Source: an optimization exercise on an open RTL-to-GDS flow (aim: small area and a short achievable clock period). Production flows keep margins and buffers that such runs may drop.
Function was checked by simulation only, so behaviour that the tests miss may differ from the original.
Power is estimated from default activity; no workload was simulated.

<file path="flow/design.v">
`timescale 1ns/100ps
package rv_isa_pkg;
    localparam int XLEN = 32;
    localparam int REG_ADDR_W = 5;
    typedef enum logic [6:0] {
        OPC_OP     = 7'b0110011,
        OPC_OP_IMM = 7'b0010011,
        OPC_LUI    = 7'b0110111,
        OPC_AUIPC  = 7'b0010111,
        OPC_JAL    = 7'b1101111,
        OPC_BRANCH = 7'b1100011,
        OPC_SYSTEM = 7'b1110011
    } opcode_e;
    typedef enum logic [2:0] {
        F3_ADD  = 3'b000,
        F3_SLL  = 3'b001,
        F3_SLT  = 3'b010,
        F3_SLTU = 3'b011,
        F3_XOR  = 3'b100,
        F3_SR   = 3'b101,
        F3_OR   = 3'b110,
        F3_AND  = 3'b111
    } alu_funct3_e;
    typedef enum logic [2:0] {
        F3_BEQ  = 3'b000,
        F3_BNE  = 3'b001,
        F3_BLT  = 3'b100,
        F3_BGE  = 3'b101,
        F3_BLTU = 3'b110,
        F3_BGEU = 3'b111
    } branch_funct3_e;
    localparam logic [31:0] EBREAK_WORD = 32'h0010_0073;
    localparam logic [31:0] NOP_WORD = 32'h0000_0013;
endpackage
`timescale 1ns/100ps
package hart_pkg;
    localparam logic [31:0] RESET_ADDR = 32'h0000_0000;
    localparam int NUM_REGS = 32;
    typedef enum logic [1:0] {
        FETCH_IDLE,
        FETCH_REQUEST,
        FETCH_WAIT_RSP,
        FETCH_STOPPED
    } fetch_state_e;
    typedef enum logic [3:0] {
        ALU_ADD,
        ALU_SUB,
        ALU_SLL,
        ALU_SLT,
        ALU_SLTU,
        ALU_XOR,
        ALU_SRL,
        ALU_SRA,
        ALU_OR,
        ALU_AND,
        ALU_PASS_B
    } alu_op_e;
    typedef struct packed {
        logic [31:0] inst;
        logic [31:0] pc;
    } fetch_pkt_t;
    typedef struct packed {
        alu_op_e                    alu_op;
        logic                       a_is_pc;
        logic                       b_is_imm;
        logic                       is_branch;
        logic [2:0]                 branch_f3;
        logic                       is_jal;
        logic [4:0]                 rs1_addr;
        logic                       rs1_used;
        logic [4:0]                 rs2_addr;
        logic                       rs2_used;
        logic [4:0]                 rd_addr;
        logic                       rd_wen;
        logic [31:0]                imm;
        logic                       illegal;
        logic                       halt;
    } decoded_t;
    typedef struct packed {
        logic [31:0] result;
        logic [31:0] next_pc;
        logic        taken;
        logic        misaligned;
    } exec_result_t;
    typedef struct packed {
        logic [31:0] inst;
        logic        trap;
        logic        halt;
        logic [4:0]  rs1_raddr;
        logic [4:0]  rs2_raddr;
        logic [31:0] rs1_rdata;
        logic [31:0] rs2_rdata;
        logic [4:0]  rd_waddr;
        logic [31:0] rd_wdata;
        logic [31:0] pc;
        logic [31:0] next_pc;
    } retire_t;
    typedef struct packed {
        logic        valid;
        logic [31:0] next_pc;
        logic        stop;
    } redirect_t;
endpackage
`timescale 1ns/100ps
module fetch_unit (
    input  logic                 i_clk,
    input  logic                 i_rst,
    input  logic                 i_imem_ready,
    input  logic                 i_imem_valid,
    input  logic [31:0]          i_imem_rdata,
    input  hart_pkg::redirect_t  i_redirect,
    output logic                 o_imem_ren,
    output logic [31:0]          o_imem_raddr,
    output logic                 o_fetch_valid,
    output hart_pkg::fetch_pkt_t o_fetch
);
    hart_pkg::fetch_state_e state_q;
    hart_pkg::fetch_state_e state_d;
    logic [31:0]  pc_q;
    logic [31:0]  req_addr;
    logic         go_next;
    logic         accept;
    assign go_next = (state_q == hart_pkg::FETCH_IDLE) && i_redirect.valid && !i_redirect.stop;
    assign req_addr = i_redirect.valid ? i_redirect.next_pc : pc_q;
    assign o_imem_ren = (state_q == hart_pkg::FETCH_REQUEST) || go_next;
    assign o_imem_raddr = req_addr;
    assign accept = o_imem_ren && i_imem_ready;
    assign o_fetch_valid = i_imem_valid && (accept || state_q == hart_pkg::FETCH_WAIT_RSP);
    assign o_fetch.inst = i_imem_rdata;
    assign o_fetch.pc = req_addr;
    always_comb begin
        state_d = state_q;
        unique case (state_q)
            hart_pkg::FETCH_IDLE: begin
                if (!i_redirect.valid) begin
                    state_d = hart_pkg::FETCH_REQUEST;
                end else if (i_redirect.stop) begin
                    state_d = hart_pkg::FETCH_STOPPED;
                end else begin
                    state_d = o_fetch_valid ? hart_pkg::FETCH_IDLE
                            : accept ? hart_pkg::FETCH_WAIT_RSP : hart_pkg::FETCH_REQUEST;
                end
            end
            hart_pkg::FETCH_REQUEST: begin
                state_d = o_fetch_valid ? hart_pkg::FETCH_IDLE
                        : accept ? hart_pkg::FETCH_WAIT_RSP : hart_pkg::FETCH_REQUEST;
            end
            hart_pkg::FETCH_WAIT_RSP: begin
                if (i_imem_valid) begin
                    state_d = hart_pkg::FETCH_IDLE;
                end
            end
            hart_pkg::FETCH_STOPPED: state_d = hart_pkg::FETCH_STOPPED;
        endcase
    end
    always_ff @(posedge i_clk) begin
        if (i_rst) begin
            state_q <= hart_pkg::FETCH_IDLE;
            pc_q <= hart_pkg::RESET_ADDR;
        end else begin
            state_q <= state_d;
            pc_q <= req_addr;
        end
    end
endmodule
`timescale 1ns/100ps
module decoder (
    input  hart_pkg::fetch_pkt_t i_fetch,
    output hart_pkg::decoded_t   o_dec
);
    logic [6:0]             opcode;
    logic [2:0]             funct3;
    logic [6:0]             funct7;
    logic [rv_isa_pkg::XLEN-1:0]        imm_i;
    logic [rv_isa_pkg::XLEN-1:0]        imm_u;
    logic [rv_isa_pkg::XLEN-1:0]        imm_b;
    logic [rv_isa_pkg::XLEN-1:0]        imm_j;
    hart_pkg::alu_op_e                f3_op;
    logic                   op_f7_ok;
    logic                   imm_f7_ok;
    assign opcode = i_fetch.inst[6:0];
    assign funct3 = i_fetch.inst[14:12];
    assign funct7 = i_fetch.inst[31:25];
    assign imm_i = {{20{i_fetch.inst[31]}}, i_fetch.inst[31:20]};
    assign imm_u = {i_fetch.inst[31:12], 12'b0};
    assign imm_b = {{20{i_fetch.inst[31]}}, i_fetch.inst[7], i_fetch.inst[30:25],
                    i_fetch.inst[11:8], 1'b0};
    assign imm_j = {{12{i_fetch.inst[31]}}, i_fetch.inst[19:12], i_fetch.inst[20],
                    i_fetch.inst[30:21], 1'b0};
    assign op_f7_ok = (funct7 == 7'h00) ||
                      (funct7 == 7'h20 && (funct3 == rv_isa_pkg::F3_ADD || funct3 == rv_isa_pkg::F3_SR));
    assign imm_f7_ok = (funct3 == rv_isa_pkg::F3_SLL) ? (funct7 == 7'h00)
                     : (funct3 == rv_isa_pkg::F3_SR) ? (funct7 == 7'h00 || funct7 == 7'h20)
                     : 1'b1;
    always_comb begin
        unique case (funct3)
            rv_isa_pkg::F3_ADD:  f3_op = hart_pkg::ALU_ADD;
            rv_isa_pkg::F3_SLL:  f3_op = hart_pkg::ALU_SLL;
            rv_isa_pkg::F3_SLT:  f3_op = hart_pkg::ALU_SLT;
            rv_isa_pkg::F3_SLTU: f3_op = hart_pkg::ALU_SLTU;
            rv_isa_pkg::F3_XOR:  f3_op = hart_pkg::ALU_XOR;
            rv_isa_pkg::F3_SR:   f3_op = funct7[5] ? hart_pkg::ALU_SRA : hart_pkg::ALU_SRL;
            rv_isa_pkg::F3_OR:   f3_op = hart_pkg::ALU_OR;
            rv_isa_pkg::F3_AND:  f3_op = hart_pkg::ALU_AND;
        endcase
    end
    always_comb begin
        o_dec = '0;
        o_dec.alu_op = f3_op;
        o_dec.branch_f3 = funct3;
        o_dec.rs1_addr = i_fetch.inst[19:15];
        o_dec.rs2_addr = i_fetch.inst[24:20];
        o_dec.rd_addr = i_fetch.inst[11:7];
        unique case (opcode)
            rv_isa_pkg::OPC_OP: begin
                o_dec.rs1_used = 1'b1;
                o_dec.rs2_used = 1'b1;
                o_dec.rd_wen = 1'b1;
                if (funct3 == rv_isa_pkg::F3_ADD && funct7[5]) begin
                    o_dec.alu_op = hart_pkg::ALU_SUB;
                end
                o_dec.illegal = !op_f7_ok;
            end
            rv_isa_pkg::OPC_OP_IMM: begin
                o_dec.rs1_used = 1'b1;
                o_dec.rd_wen = 1'b1;
                o_dec.b_is_imm = 1'b1;
                o_dec.imm = imm_i;
                o_dec.illegal = !imm_f7_ok;
            end
            rv_isa_pkg::OPC_LUI: begin
                o_dec.alu_op = hart_pkg::ALU_PASS_B;
                o_dec.b_is_imm = 1'b1;
                o_dec.rd_wen = 1'b1;
                o_dec.imm = imm_u;
            end
            rv_isa_pkg::OPC_AUIPC: begin
                o_dec.alu_op = hart_pkg::ALU_ADD;
                o_dec.a_is_pc = 1'b1;
                o_dec.b_is_imm = 1'b1;
                o_dec.rd_wen = 1'b1;
                o_dec.imm = imm_u;
            end
            rv_isa_pkg::OPC_JAL: begin
                o_dec.is_jal = 1'b1;
                o_dec.rd_wen = 1'b1;
                o_dec.imm = imm_j;
            end
            rv_isa_pkg::OPC_BRANCH: begin
                o_dec.is_branch = 1'b1;
                o_dec.rs1_used = 1'b1;
                o_dec.rs2_used = 1'b1;
                o_dec.imm = imm_b;
                o_dec.illegal = (funct3[2:1] == 2'b01);
            end
            rv_isa_pkg::OPC_SYSTEM: begin
                o_dec.halt = (i_fetch.inst == rv_isa_pkg::EBREAK_WORD);
                o_dec.illegal = (i_fetch.inst != rv_isa_pkg::EBREAK_WORD);
            end
            default: o_dec.illegal = 1'b1;
        endcase
    end
endmodule
`timescale 1ns/100ps
module reg_file (
    input  logic        i_clk,
    input  logic        i_rst,
    input  logic [4:0]  i_rs1_addr,
    input  logic [4:0]  i_rs2_addr,
    output logic [31:0] o_rs1_data,
    output logic [31:0] o_rs2_data,
    input  logic        i_rd_wen,
    input  logic [4:0]  i_rd_addr,
    input  logic [31:0] i_rd_data
);
    logic [31:0] regs [hart_pkg::NUM_REGS];
    always_ff @(posedge i_clk) begin
        if (i_rst) begin
            for (int i = 0; i < hart_pkg::NUM_REGS; i++) begin
                regs[i] <= '0;
            end
        end else if (i_rd_wen && i_rd_addr != 5'd0) begin
            regs[i_rd_addr] <= i_rd_data;
        end
    end
    assign o_rs1_data = (i_rs1_addr == 5'd0) ? 32'd0 : regs[i_rs1_addr];
    assign o_rs2_data = (i_rs2_addr == 5'd0) ? 32'd0 : regs[i_rs2_addr];
endmodule
`timescale 1ns/100ps
module execute_unit (
    input  hart_pkg::decoded_t           i_dec,
    input  logic [rv_isa_pkg::XLEN-1:0]  i_pc,
    input  logic [rv_isa_pkg::XLEN-1:0]  i_rs1_data,
    input  logic [rv_isa_pkg::XLEN-1:0]  i_rs2_data,
    output hart_pkg::exec_result_t       o_exec
);
    logic [rv_isa_pkg::XLEN-1:0] op_a;
    logic [rv_isa_pkg::XLEN-1:0] op_b;
    logic [rv_isa_pkg::XLEN-1:0] alu;
    logic [rv_isa_pkg::XLEN-1:0] pc_plus4;
    logic [rv_isa_pkg::XLEN-1:0] target;
    logic [4:0]      shamt;
    logic            cond;
    logic            taken;
    assign op_a = i_dec.a_is_pc ? i_pc : i_rs1_data;
    assign op_b = i_dec.b_is_imm ? i_dec.imm : i_rs2_data;
    assign shamt = op_b[4:0];
    always_comb begin
        unique case (i_dec.alu_op)
            hart_pkg::ALU_ADD:    alu = op_a + op_b;
            hart_pkg::ALU_SUB:    alu = op_a - op_b;
            hart_pkg::ALU_SLL:    alu = op_a << shamt;
            hart_pkg::ALU_SLT:    alu = {{(rv_isa_pkg::XLEN-1){1'b0}}, $signed(op_a) < $signed(op_b)};
            hart_pkg::ALU_SLTU:   alu = {{(rv_isa_pkg::XLEN-1){1'b0}}, op_a < op_b};
            hart_pkg::ALU_XOR:    alu = op_a ^ op_b;
            hart_pkg::ALU_SRL:    alu = op_a >> shamt;
            hart_pkg::ALU_SRA:    alu = $signed(op_a) >>> shamt;
            hart_pkg::ALU_OR:     alu = op_a | op_b;
            hart_pkg::ALU_AND:    alu = op_a & op_b;
            hart_pkg::ALU_PASS_B: alu = op_b;
            default:    alu = '0;
        endcase
    end
    always_comb begin
        unique case (i_dec.branch_f3)
            rv_isa_pkg::F3_BEQ:  cond = (i_rs1_data == i_rs2_data);
            rv_isa_pkg::F3_BNE:  cond = (i_rs1_data != i_rs2_data);
            rv_isa_pkg::F3_BLT:  cond = $signed(i_rs1_data) < $signed(i_rs2_data);
            rv_isa_pkg::F3_BGE:  cond = $signed(i_rs1_data) >= $signed(i_rs2_data);
            rv_isa_pkg::F3_BLTU: cond = i_rs1_data < i_rs2_data;
            rv_isa_pkg::F3_BGEU: cond = i_rs1_data >= i_rs2_data;
            default: cond = 1'b0;
        endcase
    end
    assign pc_plus4 = i_pc + 32'd4;
    assign target = i_pc + i_dec.imm;
    assign taken = i_dec.is_jal || (i_dec.is_branch && cond);
    assign o_exec.result = i_dec.is_jal ? pc_plus4 : alu;
    assign o_exec.next_pc = taken ? target : pc_plus4;
    assign o_exec.taken = taken;
    assign o_exec.misaligned = taken && (target[1:0] != 2'b00);
endmodule
`timescale 1ns/100ps
module retire_stage (
    input  logic                   i_clk,
    input  logic                   i_rst,
    input  logic                   i_fetch_valid,
    input  hart_pkg::fetch_pkt_t   i_fetch,
    input  hart_pkg::decoded_t     i_dec,
    input  logic [31:0]            i_rs1_data,
    input  logic [31:0]            i_rs2_data,
    input  hart_pkg::exec_result_t i_exec,
    output logic                   o_rd_wen,
    output logic [4:0]             o_rd_addr,
    output logic [31:0]            o_rd_data,
    output hart_pkg::redirect_t    o_redirect,
    output hart_pkg::retire_t      o_retire,
    output logic                   o_retire_valid
);
    hart_pkg::retire_t ret_d;
    hart_pkg::retire_t ret_q;
    logic    valid_q;
    logic    trap;
    logic    rd_live;
    assign trap = i_dec.illegal || i_exec.misaligned;
    assign rd_live = i_dec.rd_wen && !trap && (i_dec.rd_addr != 5'd0);
    always_comb begin
        ret_d.inst = i_fetch.inst;
        ret_d.trap = trap;
        ret_d.halt = i_dec.halt;
        ret_d.rs1_raddr = i_dec.rs1_used ? i_dec.rs1_addr : 5'd0;
        ret_d.rs2_raddr = i_dec.rs2_used ? i_dec.rs2_addr : 5'd0;
        ret_d.rs1_rdata = i_dec.rs1_used ? i_rs1_data : 32'd0;
        ret_d.rs2_rdata = i_dec.rs2_used ? i_rs2_data : 32'd0;
        ret_d.rd_waddr = rd_live ? i_dec.rd_addr : 5'd0;
        ret_d.rd_wdata = rd_live ? i_exec.result : 32'd0;
        ret_d.pc = i_fetch.pc;
        ret_d.next_pc = i_exec.next_pc;
    end
    assign o_rd_wen = i_fetch_valid && rd_live;
    assign o_rd_addr = ret_d.rd_waddr;
    assign o_rd_data = ret_d.rd_wdata;
    always_ff @(posedge i_clk) begin
        if (i_rst) begin
            valid_q <= 1'b0;
        end else begin
            valid_q <= i_fetch_valid;
        end
    end
    always_ff @(posedge i_clk) begin
        if (i_fetch_valid) begin
            ret_q <= ret_d;
        end
    end
    assign o_redirect.valid = valid_q;
    assign o_redirect.next_pc = ret_q.next_pc;
    assign o_redirect.stop = ret_q.halt || ret_q.trap;
    assign o_retire = ret_q;
    assign o_retire_valid = valid_q;
endmodule
`timescale 1ns/100ps
module hart_top (
    input  logic                         i_clk,
    input  logic                         i_rst,
    input  logic                         i_imem_ready,
    input  logic                         i_imem_valid,
    input  logic [rv_isa_pkg::XLEN-1:0]  i_imem_rdata,
    output logic                         o_imem_ren,
    output logic [rv_isa_pkg::XLEN-1:0]  o_imem_raddr,
    output logic                         o_retire_valid,
    output logic [208:0]                 o_retire
);
    hart_pkg::fetch_pkt_t            fetch;
    logic                  fetch_valid;
    hart_pkg::decoded_t              dec;
    hart_pkg::exec_result_t          exec;
    hart_pkg::redirect_t             redirect;
    logic [rv_isa_pkg::XLEN-1:0]       rs1_data;
    logic [rv_isa_pkg::XLEN-1:0]       rs2_data;
    logic                  rd_wen;
    logic [rv_isa_pkg::REG_ADDR_W-1:0] rd_addr;
    logic [rv_isa_pkg::XLEN-1:0]       rd_data;
    hart_pkg::retire_t               retire;
    assign o_retire = retire;
    fetch_unit u_fetch_unit (
        .i_clk         (i_clk),
        .i_rst         (i_rst),
        .i_imem_ready  (i_imem_ready),
        .i_imem_valid  (i_imem_valid),
        .i_imem_rdata  (i_imem_rdata),
        .i_redirect    (redirect),
        .o_imem_ren    (o_imem_ren),
        .o_imem_raddr  (o_imem_raddr),
        .o_fetch_valid (fetch_valid),
        .o_fetch       (fetch)
    );
    decoder u_decoder (
        .i_fetch (fetch),
        .o_dec   (dec)
    );
    reg_file u_reg_file (
        .i_clk      (i_clk),
        .i_rst      (i_rst),
        .i_rs1_addr (dec.rs1_addr),
        .i_rs2_addr (dec.rs2_addr),
        .o_rs1_data (rs1_data),
        .o_rs2_data (rs2_data),
        .i_rd_wen   (rd_wen),
        .i_rd_addr  (rd_addr),
        .i_rd_data  (rd_data)
    );
    execute_unit u_execute_unit (
        .i_dec      (dec),
        .i_pc       (fetch.pc),
        .i_rs1_data (rs1_data),
        .i_rs2_data (rs2_data),
        .o_exec     (exec)
    );
    retire_stage u_retire_stage (
        .i_clk          (i_clk),
        .i_rst          (i_rst),
        .i_fetch_valid  (fetch_valid),
        .i_fetch        (fetch),
        .i_dec          (dec),
        .i_rs1_data     (rs1_data),
        .i_rs2_data     (rs2_data),
        .i_exec         (exec),
        .o_rd_wen       (rd_wen),
        .o_rd_addr      (rd_addr),
        .o_rd_data      (rd_data),
        .o_redirect     (redirect),
        .o_retire       (retire),
        .o_retire_valid (o_retire_valid)
    );
endmodule
</file>
<file path="flow/run.sh">
#!/bin/bash
# synth_recipe.tcl (not shown) runs the flow's synth.tcl, then flattens the netlist and writes it again
# the make line also repeats each setting of config.mk as NAME=value (left out here)
make -C /OpenROAD-flow-scripts/flow DESIGN_CONFIG=/design/flow/config.mk WORK_HOME=/design/flow/orfs CLKGATE_MAP_FILE= SYNTH_SCRIPT=/design/flow/synth_recipe.tcl finish
</file>
<file path="flow/config.mk">
export PLATFORM = sky130hd
export DESIGN_NAME = hart_top
export DESIGN_NICKNAME = hart_top
export VERILOG_FILES = /design/flow/design.v
export SDC_FILE = /design/flow/constraint.sdc
export NUM_CORES = 4
export LEC_CHECK = 0
export CAP_MARGIN = 20
export CORE_MARGIN = 2
export CORE_UTILIZATION = 40
export SLEW_MARGIN = 20
</file>
<file path="flow/constraint.sdc">
create_clock -name core_clock -period 9.0 [get_ports {i_clk}]
set_input_delay 1.8000 -clock core_clock [delete_from_list [all_inputs] [get_ports {i_clk}]]
set_output_delay 1.8000 -clock core_clock [all_outputs]
set_load 0.01 [all_outputs]
</file>
==> reports/qor.csv <==
metric;value;unit
first-pass GRT wire length;460500;um
Vias;61290;
Syn. warnings;5;
IO Port Bufs;278;
Synth Instances;6515;
Post-Syn Area;0.07505;mm2
Clock Latency Late Sink;830;ps
Seq cells post-synth;1268;
Worst EP required;9530;ps
placed cell area;0.08530;mm2
# rows;158;
skew final;58.98;ps
fmax;118.1;MHz
main combinational cell family by area after synthesis;multiplexers;
Congestion Overflow GR;0;
final slew viol count;0;
CTS Root Cell;clkbuf_16;
Leak;33.59;nW
core area;0.1860;mm2
final hold violations;0;
antenna viol nets, final;0;
Synth Area per Inst;11.52;um2
CP startpoint kind;primary input;
P&R area growth vs syn;19.90;%
critical path's slowest cell;clkdlybuf4s50_1;
initial antenna violation count;22;
Hold Buf Count CTS;0;
slew margin rel.;21.83;%
slowest stage delay, CP;670;ps
1st-iter DRT viols;8406;
ys async rst share;0;%
layout cells sized above 1;19.60;%
die height;437.2;um
status;no timing/DRC/antenna violations;
largest net degree at the start of global routing;111;
Setup Buffers After CTS;0;
Sum Neg Setup Slack;0;ps
GRT Util Overall;34.01;%
Final nets;7244;
RD Place Congestion;1.104;
vias per cell;6.356;
Die W;437.2;um
Initial Utilization;40.35;%
Crit Path Max Fanout;13;
DRC;0;
Worst Max-Slew Pin Slew;1160;ps
Die Area;0.1911;mm2
Synth Flop Type;edfxtp_1;
# IOs;279;
Post-Synth Simple-Gate Area;13.08;%
vias in the first global route;59150;
Power Density;185.1;mW/mm2
final worst-path cycle share;94.11;%
Synth Area in Compound Gates;9.661;%
register area share after synthesis;50.27;%
critical path class;primary input to flip-flop;
maximum VDD drop;0.1601;mV
drt wl/cell;34.43;um
HPWL Detailed;243700;um
Crit. End Element;flip-flop;
Max-Cap Viols;0;
Worst-path clk slew;60;ps
RSZ-0062 raised after global routing;false;
crit-path leading delay family;buffers and inverters;
CTS tree;built;
WL final;332000;um
Post-synth EDFFs;1233;
post-synthesis mux area share;18.78;%
Critical Path Most Common Cell;buf_4;
Sink Count;1268;
commonest non-fill, non-tap cells in the layout;edfxtp_1, nor2_1, mux2i_1, buf_4, nand2_1;
worst hold path class;flip-flop to flip-flop;
crit path DAT;9000;ps
Clock Path Buffers;3;
post-route minimum period;8470;ps
commonest non-fill, non-tap cell in the layout;edfxtp_1;
1st-pass router iterations;8;
CP Buf/Inv Count;11;
final setup vio count;0;
Synth cell types;98;
Final Cell Area;0.08999;mm2
XOR/XNOR Fraction of Synth Area;0.8402;%
Post-Synth Adder-Cell Area;2.731;%
CTS Buf Count;144;
cts repair resizes;0;
CTS H-tree depth;4;
==> cells by family after synthesis <==
family          after synthesis
flops                      1268
simple gates               2223
fa+ha+maj                   162
compound gates             1069
buf+inv                     757
other cells                   1
mux                         963
xor+xnor                     72
==> state kept, by name, indices dropped and copies added, names as in the netlist <==
signal,flops
u_reg_file.regs,1024
u_retire_stage.ret_q,209
u_fetch_unit.pc_q,32
u_fetch_unit.state_q,2
u_retire_stage.valid_q,1
==> power breakdown <==
part	internal (mW)	total (mW)	leakage (nW)	switching, mW
combinational	1.41	3.99	18.5	2.58
sequential	6.67	6.78	12.8	0.102
clock	3.35	5.89	2.26	2.54
==> metrics by stage <==
step	cells	util [%]	setup slack [ps]	power (mW)	hold slack, ps
5_1_grt	9638	48.37	403.8	17.07	540.0
6_report	9643	48.37	530.4	16.66	496.3
3_5_place_dp	9380	45.85	76.69	10.75	496.6
2_1_floorplan	6546	-	252.2	8.902	455.8
4_1_cts	9638	48.37	920.3	16.58	509.2
3_3_place_gp	9379	45.83	56.89	10.75	480.0
==> worst paths after layout <==
kind / from / to / slack, ps / depth (start not counted)
worst max-delay path: i_imem_rdata[18] / u_reg_file.regs[9][28] / 530 / 29
worst min-delay path: u_fetch_unit.pc_q[29] / u_fetch_unit.pc_q[29] / 500 / 2
worst max register to register: u_reg_file.regs[5][1] / u_reg_file.regs[25][29] / 1880 / 24
worst min register to register: u_fetch_unit.pc_q[29] / u_fetch_unit.pc_q[29] / 500 / 2
==> worst register-to-register path: cells and delay by family (launching register included) <==
family	cells	cell delay, ps
AO/OA/AOI/OAI	11	3540
buffers and inverters	6	1170
AND/OR/NAND/NOR	5	960
multiplexers	1	470
flip-flops	1	400
adder cells (fa/ha/maj)	1	340
==> layer usage <==
metal | share of wire (%) | routed length, um | up-vias | global-route usage, %
met5 | 0.044 | 147 | - | 0
met4 | 6.5 | 21460 | 22 | 18.37
met3 | 10 | 33360 | 807 | 7.651
met2 | 46 | 153600 | 3917 | 54.35
met1 | 37 | 123500 | 31010 | 42.93
li1 | - | - | 25540 | -
==> synth_stat cells (11+ instances only) <==
| master | instances | area share (%) |
|---|---|---|
| dfxtp_1 | 35 | 0.93 |
| buf_6 | 25 | 0.38 |
| o31ai_1 | 15 | 0.15 |
| nand2b_1 | 64 | 0.53 |
| a211oi_1 | 32 | 0.32 |
| mux4_2 | 352 | 11 |
| nor3b_1 | 13 | 0.13 |
| a21o_1 | 37 | 0.37 |
| buf_2 | 181 | 1.2 |
| inv_1 | 158 | 0.79 |
| nand4_1 | 99 | 0.83 |
| and3_1 | 29 | 0.24 |
| xnor2_1 | 56 | 0.65 |
| o221ai_1 | 11 | 0.13 |
| a22oi_1 | 171 | 1.7 |
| mux2i_1 | 568 | 7.6 |
| o211ai_1 | 41 | 0.41 |
| ha_1 | 159 | 2.7 |
| mux2_2 | 43 | 0.65 |
| a22o_1 | 18 | 0.21 |
| edfxtp_1 | 1233 | 49 |
| buf_4 | 59 | 0.59 |
| nand2_1 | 366 | 1.8 |
| nor2b_1 | 55 | 0.46 |
| o21ai_0 | 180 | 1.2 |
| a311oi_1 | 11 | 0.13 |
| o22ai_1 | 79 | 0.66 |
| a221o_1 | 14 | 0.19 |
| xor2_1 | 16 | 0.19 |
| a21oi_1 | 236 | 1.6 |
| a31oi_1 | 23 | 0.19 |
| nor4_1 | 18 | 0.15 |
| or3_1 | 18 | 0.15 |
| nor2_1 | 1193 | 6.0 |
| a221oi_1 | 27 | 0.32 |
| nand3_1 | 151 | 1.0 |
| buf_1 | 52 | 0.26 |
| nor3_1 | 82 | 0.55 |
| o2111ai_1 | 17 | 0.20 |
| and2_1 | 89 | 0.74 |
| o21a_1 | 26 | 0.26 |
| clkbuf_1 | 275 | 1.4 |
| o21bai_1 | 13 | 0.13 |
| a32oi_1 | 12 | 0.14 |
==> layout make-up <==
type,count,area (um2)
fill,16550,96040
sequential,1268,37730
multi-input combinational,4521,34390
timing repair buffer,946,9448
clock buffer,173,3807
tap,2480,3103
clock inverter,85,868.3
inverter,165,626.9
antenna,5,12.51

-- static timing again, ports no longer ideal --
In the flow no input, the clock included, has a driving cell. The finished layout below was timed again as built, in two steps.
Step 1 (the two cells are an assumption about what drives the block):
set clk [get_ports {i_clk}]
set_driving_cell -lib_cell sky130_fd_sc_hd__clkbuf_16 $clk
set_driving_cell -lib_cell sky130_fd_sc_hd__buf_2 [delete_from_list [all_inputs] $clk]
Step 2 adds t to the input delays and takes it off the output delays; t is the mean of the earliest and latest rising clock arrival at the registers after step 1. Input paths then give back, and output paths get back, about the clock's delay inside the block.
Three values: no drivers, after step 1, after step 2; two values: the first two.
shift t [ns]: 0.893
slack for setup (ns): 0.530 / 0.600 / -0.293
pins driven straight from the clock port: 1
With both steps, setup timing fails in this run, where it was met with ideal ports. The setup slack of this run moves by +0.070 ns with the drivers and by -0.823 ns with both steps.
